From an optimization exercise on the open Yosys and OpenROAD flow, aimed at small area, a short achievable clock period and few clock cycles per item; shortcuts taken in it are not production practice. In this exercise RTL edits were held to simulation tests only and were not proved equivalent to the original. No activity file was given, so power comes from the tool's default toggle rates.

==> flow/design.v (outline; a module is shown in full before it is edited, if it fits) <==
// module ex_stage: 966 lines
module ex_stage (
    input  logic        clk,
    input  logic        rst,
    input  logic        id_ex_valid,
    input  logic [31:0] id_ex_pc,
    input  logic [31:0] id_ex_rs1_data,
    input  logic [31:0] id_ex_rs2_data,
    input  logic [31:0] id_ex_imm,
    input  logic        id_ex_alu_src,
    input  logic [3:0]  id_ex_alu_op,
    input  logic        id_ex_branch,
    input  logic [2:0]  id_ex_funct3,
    input  logic [4:0]  id_ex_rd,
    input  logic        id_ex_reg_write,
    input  logic        id_ex_mem_read,
    input  logic        id_ex_mem_write,
    input  logic        id_ex_mem_to_reg,
    input  logic [1:0]  forwardA,
    input  logic [1:0]  forwardB,
    input  logic [31:0] mem_wb_fwd_data,
    input  logic        mem_stall,
    input  logic        flush,
    output logic        ex_busy,
    output logic        ex_mem_valid,
    output logic        ex_mem_reg_write,
    output logic        ex_mem_mem_read,
    output logic        ex_mem_mem_write,
    output logic        ex_mem_mem_to_reg,
    output logic [31:0] ex_mem_alu_result,
    output logic [31:0] ex_mem_store_data,
    output logic [4:0]  ex_mem_rd,
    output logic        ex_mem_branch_taken,
    output logic [31:0] ex_mem_branch_target
);
  // ...
==> flow/flow/run.sh <==
#!/bin/bash
# Standard synthesis, then the standard layout with timing repair aimed
# below the clock period (setup margin in flow/margin.txt), so the achieved
# period shrinks. Ports are buffered with buf_2 rather than the delay cell
# buffer_ports picks by default.
set -euo pipefail
MARGIN=$(cat flow/margin.txt)
bash standard.sh synth > synth.log 2>&1
bash standard.sh SETUP_SLACK_MARGIN=$MARGIN "BUFFER_PORTS_ARGS=-buffer_cell sky130_fd_sc_hd__buf_2" finish > layout.log 2>&1
==> flow/flow/margin.txt <==
10
==> flow/standard.sh <==
#!/bin/bash
# synth_recipe.tcl (not shown) runs the flow's synth.tcl, then flattens the netlist and writes it again
# the make line also repeats each setting of config.mk as NAME=value (left out here)
make -C /OpenROAD-flow-scripts/flow DESIGN_CONFIG=/design/flow/config.mk WORK_HOME=/design/flow/orfs CLKGATE_MAP_FILE= SYNTH_SCRIPT=/design/flow/synth_recipe.tcl "${@:-finish}"
==> flow/config.mk <==
export PLATFORM = sky130hd
export DESIGN_NAME = ex_stage
export DESIGN_NICKNAME = ex_stage
export VERILOG_FILES = /design/flow/design.v
export SDC_FILE = /design/flow/constraint.sdc
export NUM_CORES = 4
export LEC_CHECK = 0
export CAP_MARGIN = 20
export CELL_PAD_IN_SITES_DETAIL_PLACEMENT = 1
export CORE_MARGIN = 2
export CORE_UTILIZATION = 30
export SLEW_MARGIN = 30
==> flow/constraint.sdc <==
create_clock -name core_clock -period 18.0 [get_ports {clk}]
set_input_delay 3.6000 -clock core_clock [delete_from_list [all_inputs] [get_ports {clk}]]
set_output_delay 3.6000 -clock core_clock [all_outputs]
set_load 0.01 [all_outputs]
==> results.txt, run 1 <==
run status complete, no violations; GR peak layer met2; Hold WS 0.465 ns; Post-DP HPWL 121000 µm; met3 wire length 25400 µm; first-pass GRT wire length 227000 µm; Multi-In Gates 2663; die span in y 308 µm; fin nets 4417; CTS H-tree lvls 4; asr flop ratio synth 0%; # diodes 9; Worst path top cell family by delay compound AO/OA/AOI/OAI gates; mapped cell area 27800 µm²; wirelength, routed 173000 µm; top cells by area, synth edfxtp_1 18%, fa_1 16%, ha_1 11%; worst-path fanout max 16; Post-synth EDFFs 166; Seq/Total Area, Yosys 18.7%; Cell Chain, Critical Path buf_2 -> a22oi_1 -> a21oi_1 -> a221oi_1 -> nand3_1 -> a221o_1 -> a221oi_2 -> o211a_4 -> buf_4 -> clkbuf_16 -> nor2_1 -> fa_2 -> inv_2 -> fa_2 -> inv_1 -> fa_2 -> fa_2 -> mux2_2 -> a221o_1; iteration count of the initial detailed-routing pass 9; reg-to-reg setup timing slack 9.97 ns; Logic pwr share 72.0%; count of final setup violators 0; top cell category multi-input combinational cells; Crit path largest cell delay 0.65 ns; clock share of power 12.1%; CLK BUF 17; Worst Hold Class reg -> reg; Switching Share 52.0%; Mapped Nets 3947; Hold Path Origin lo_q[16]$_DFFE_PP_
Testbench counts, summed over its fixed seeds: cycles 25,557, instructions 16,000.
==> run 2, diff against run 1 <==
==> flow/flow/run.sh (replaced) <==
#!/bin/bash
# Standard synthesis, then the standard layout with timing repair aimed
# below the clock period (setup margin in flow/margin.txt), so the achieved
# period shrinks. Ports are buffered with buf_1 rather than the delay cell
# buffer_ports picks by default.
set -euo pipefail
MARGIN=$(cat flow/margin.txt)
bash standard.sh synth > synth.log 2>&1
bash standard.sh SETUP_SLACK_MARGIN=$MARGIN "BUFFER_PORTS_ARGS=-buffer_cell sky130_fd_sc_hd__buf_1" finish > layout.log 2>&1
==> flow/flow/margin.txt (replaced) <==
9.5
--- a/flow/config.mk
+++ b/flow/config.mk
@@ -10,3 +10,3 @@
 export CORE_MARGIN = 2
-export CORE_UTILIZATION = 30
+export CORE_UTILIZATION = 35
 export SLEW_MARGIN = 30
==> run 2 against run 1 <==
Via count shrank 4.7%. Area after synthesis is the same. Die area shrank 14%. Critical path depth grew 6. Critical path type unchanged. Clock power grew 2%. Count of clock-buffer cells in the layout is the same. Sequential cell count is the same. Register-to-register slack lost 0.31 ns. Core utilization grew 2.5 points. Design area shrank 8.7%. First-iteration DRC count shrank 11%.
==> results.txt, run 2 <==
run status complete, no violations; Synth Area in Simple Gates 16.7%; Data required, critical path 18.22 ns; Post-synth EDFFs 166 (unchanged); Startpoint Class input pin; pwr/cell area 88.3 nW/µm²; Sinks on Clock Net 176; Placed Instances 4588; initial antenna violation count 11; setup_tns 0 ns; cts hold-fix bufs 0; commonest cells in the netlist 413 x nand2_1, 292 x inv_1, 238 x o21ai_0; GRT Overall Usage 36.3%; wirelength, routed 157000 µm (-9.1%); Detailed Route Iter0 Violations 4174; largest area contributor in the netlist edfxtp_1; placed instance area 30500 µm²; width of the die 286 µm; post-synth top area share 17.9%; Slew headroom 28.1%; CTS Root Cell clkbuf_16; Worst Setup Path Type in -> reg; CP startpoint forwardB[1]; mapped cell area 27800 µm² (unchanged); Post-Synth Adder-Cell Area 26.3%; vias in the first global route 29900; Post-Syn Area per Cell 8.40 µm²; Worst Tran Pin Value 1.07 ns; Synth cell types 102; die span in y 286 µm (-7.3%); mux contribution to synthesized area 3.56%; final instance area 33400 µm²; Post-Synth XOR/XNOR Area 3.66%; Seq/Total Area, Yosys 18.7% (unchanged); R2R depth 25; die area 81700 µm²; reg2reg end res_s_q[23]$_DFFE_PP_; most common cell after layout, fill and taps aside nand2_1; Arr. time, crit path 8.83 ns; Syn. warnings 1; count of final setup violators 0 (unchanged); Mapped Nets 3947 (unchanged); Tcrit/Tclk final 47.9%; Initial Util 35.3%; Worst Hold Class reg -> reg; prevailing post-synth register cell edfxtp_1; CTS Buf Count 17; clock latency at the later pin of the worst-skew pair 0.51 ns; routability cong. 1.06; top cells by area, synth edfxtp_1 18%, fa_1 16%, ha_1 11%; via total after detailed routing 30800; Reg clk slew, reported paths 0.09 ns; Core Box Area 78700 µm²; top-count cell post-synth nand2_1; Post-DP HPWL 120000 µm (-1.5%); compound-gate portion of the synthesized area 24.7%; FMAX 116 MHz; first-pass GRT wire length 213000 µm (-6.3%); clock period minus worst slack 8.61 ns; WL per Instance 33.1 µm; Worst Setup End Kind register; flops & latches, synth 176; clock buffer depth 2; iteration count of the initial detailed-routing pass 8 (-1); Layout Cells excl Fill 4752; reg-to-reg setup timing slack 9.66 ns (-0.31 ns); Util after Layout 42.4%; asr flop ratio synth 0% (unchanged); Max rail drop VDD 0.0901 mV; Max-Cap Viols 0; area delta synth->final 20.1%; Ports 295; RSZ-0062 raised after global routing true; via/cell ratio 6.49; Lkg Pwr 13.9 nW; fin nets 4324 (-2.1%); Core Rows 103; critical path endpoint res_s_q[13]$_DFFE_PP_; fillers 9374; layout cells sized above 1 13.8%; I/O Buffers 294; CTS tree built; largest net degree at the start of global routing 103; Residual DRC 0; total gr overflow 0; cells after synthesis 3306; worst-path fanout max 7 (-9); remaining antenna violation count 0; reg2reg start res_s_q[11]$_DFFE_PP_; CTS H-tree lvls 4 (unchanged); highest-count cells in the layout ignoring fill and taps 407 x nand2_1, 285 x buf_1, 276 x inv_1; Final Hold Viols 0; Setup Skew 0.0193 ns; total power 2.95 mW; largest family of logic cells by synthesized area adder cells; Final Max Slew Viols 0
==> run 2: cell counts after synthesis <==
Identical to the previous run, type by type.
==> run 2: how the worst min path moves through the flow <==
stage	startpoint	to	slack, ns	depth (start not counted)
floorplan	lo_q[22]$_DFFE_PP_	lo_q[14]$_DFFE_PP_	0.42	0
global placement	lo_q[16]$_DFFE_PP_	lo_q[8]$_DFFE_PP_	0.43	0
detailed placement	lo_q[10]$_DFFE_PP_	lo_q[2]$_DFFE_PP_	0.44	0
CTS	lo_q[10]$_DFFE_PP_	lo_q[2]$_DFFE_PP_	0.45	0
global route	lo_q[12]$_DFFE_PP_	lo_q[4]$_DFFE_PP_	0.47	0
finish	lo_q[10]$_DFFE_PP_	lo_q[2]$_DFFE_PP_	0.46	0
==> run 2: metal layers <==
layer / up-vias / wire length (µm) / share of wire [%] / track usage [%]
met4: 12 / 12700 / 8.1 / 23.0
met3: 622 / 21200 / 13 / 12.4
met1: 15300 / 58000 / 37 / 45.1
li1: 12600 / - / - / -
met2: 2336 / 65400 / 42 / 53.9
met5: - / 174 / 0.11 / 0.0581
==> run 2: final cells by class <==
cell class	instances	area [µm²]	share of cell area [%]
flip-flops and latches	176	5190	15.5
diodes	6	15.0	0.0450
well taps	1050	1310	3.94
repair inverters	2	16.3	0.0488
repair buffers	528	3520	10.6
multi-input cells	2661	21500	64.5
clock buffers	17	425	1.28
inverters	297	1170	3.50
clock inverters	15	195	0.585
==> run 2: power by group <==
| part | internal, mW | switching [mW] | leakage [nW] |
|---|---|---|---|
| Sequential | 0.515 | 0.0216 | 1.61 |
| Combinational | 0.702 | 1.29 | 12.0 |
| Clock | 0.201 | 0.215 | 0.294 |
==> run 2: worst max-delay path, cell delays in order <==
cell and delay [ns]:
clkbuf_2 0.12, inv_2 0.08, ha_4 0.16, buf_12 0.13, nor4_4 0.05, and2_4 0.20
buf_4 0.15, a22oi_1 0.15, nand3_1 0.10, a221o_1 0.28, a221o_1 0.28, a21oi_2 0.17
o311a_4 0.32, buf_12 0.18, buf_12 0.12, buf_4 0.10, nor2b_1 0.06, fa_1 0.48
fa_1 0.41, fa_1 0.52, fa_2 0.45, mux2i_1 0.19, nor2_1 0.11, a21oi_2 0.26
o211ai_1 0.16
==> run 2: logic make-up after synthesis <==
logic type | Yosys count
simple gates | 994
flops | 176
mux | 93
buf+inv | 470
fa+ha+maj | 454
compound gates | 1003
xor+xnor | 116
==> run 2: stage by stage <==
step / setup WS (ns) / hold slack (ns)
after floorplan: 9.51 / 0.422
after global placement: 7.86 / 0.429
after detailed placement: 7.77 / 0.435
after CTS: 9.42 / 0.451
after global routing: 9.32 / 0.471
final: 9.39 / 0.456
==> run 2: repair_timing <==
action / in CTS / in global routing
pin swaps: 9 / 60
setup endpoints to repair: 131 / 86
buffers inserted: 29 / 78
gates resized for setup: 98 / 153
gates cloned: 11 / 7

## port drivers added, routing unchanged
Ports are ideal in the flow. The routed layouts listed here were re-timed in OpenROAD.
Step 1 assumes that a clkbuf_16 drives the clock port and a buf_2 every other input.
Step 2, shift: input delay + t, output delay - t, t = (earliest + latest rising clock arrival at the registers) / 2. This alone moves slack from input paths to output paths.
Slacks: ideal / step 1 / step 2; pairs: ideal / step 1.
run	t, ns	slack for setup (ns)	latest minus earliest clock arrival (ns)	pins driven straight from the clock port
run 1	0.545	9.181 / 9.197 / 8.652	0.026 / 0.026	1
run 2	0.566	9.387 / 9.414 / 8.848	0.020 / 0.020	1
After both steps every run listed still meets setup and hold. For run 2, which loses most, drivers alone change the setup slack by +0.027 ns; drivers and shift together by -0.539 ns.
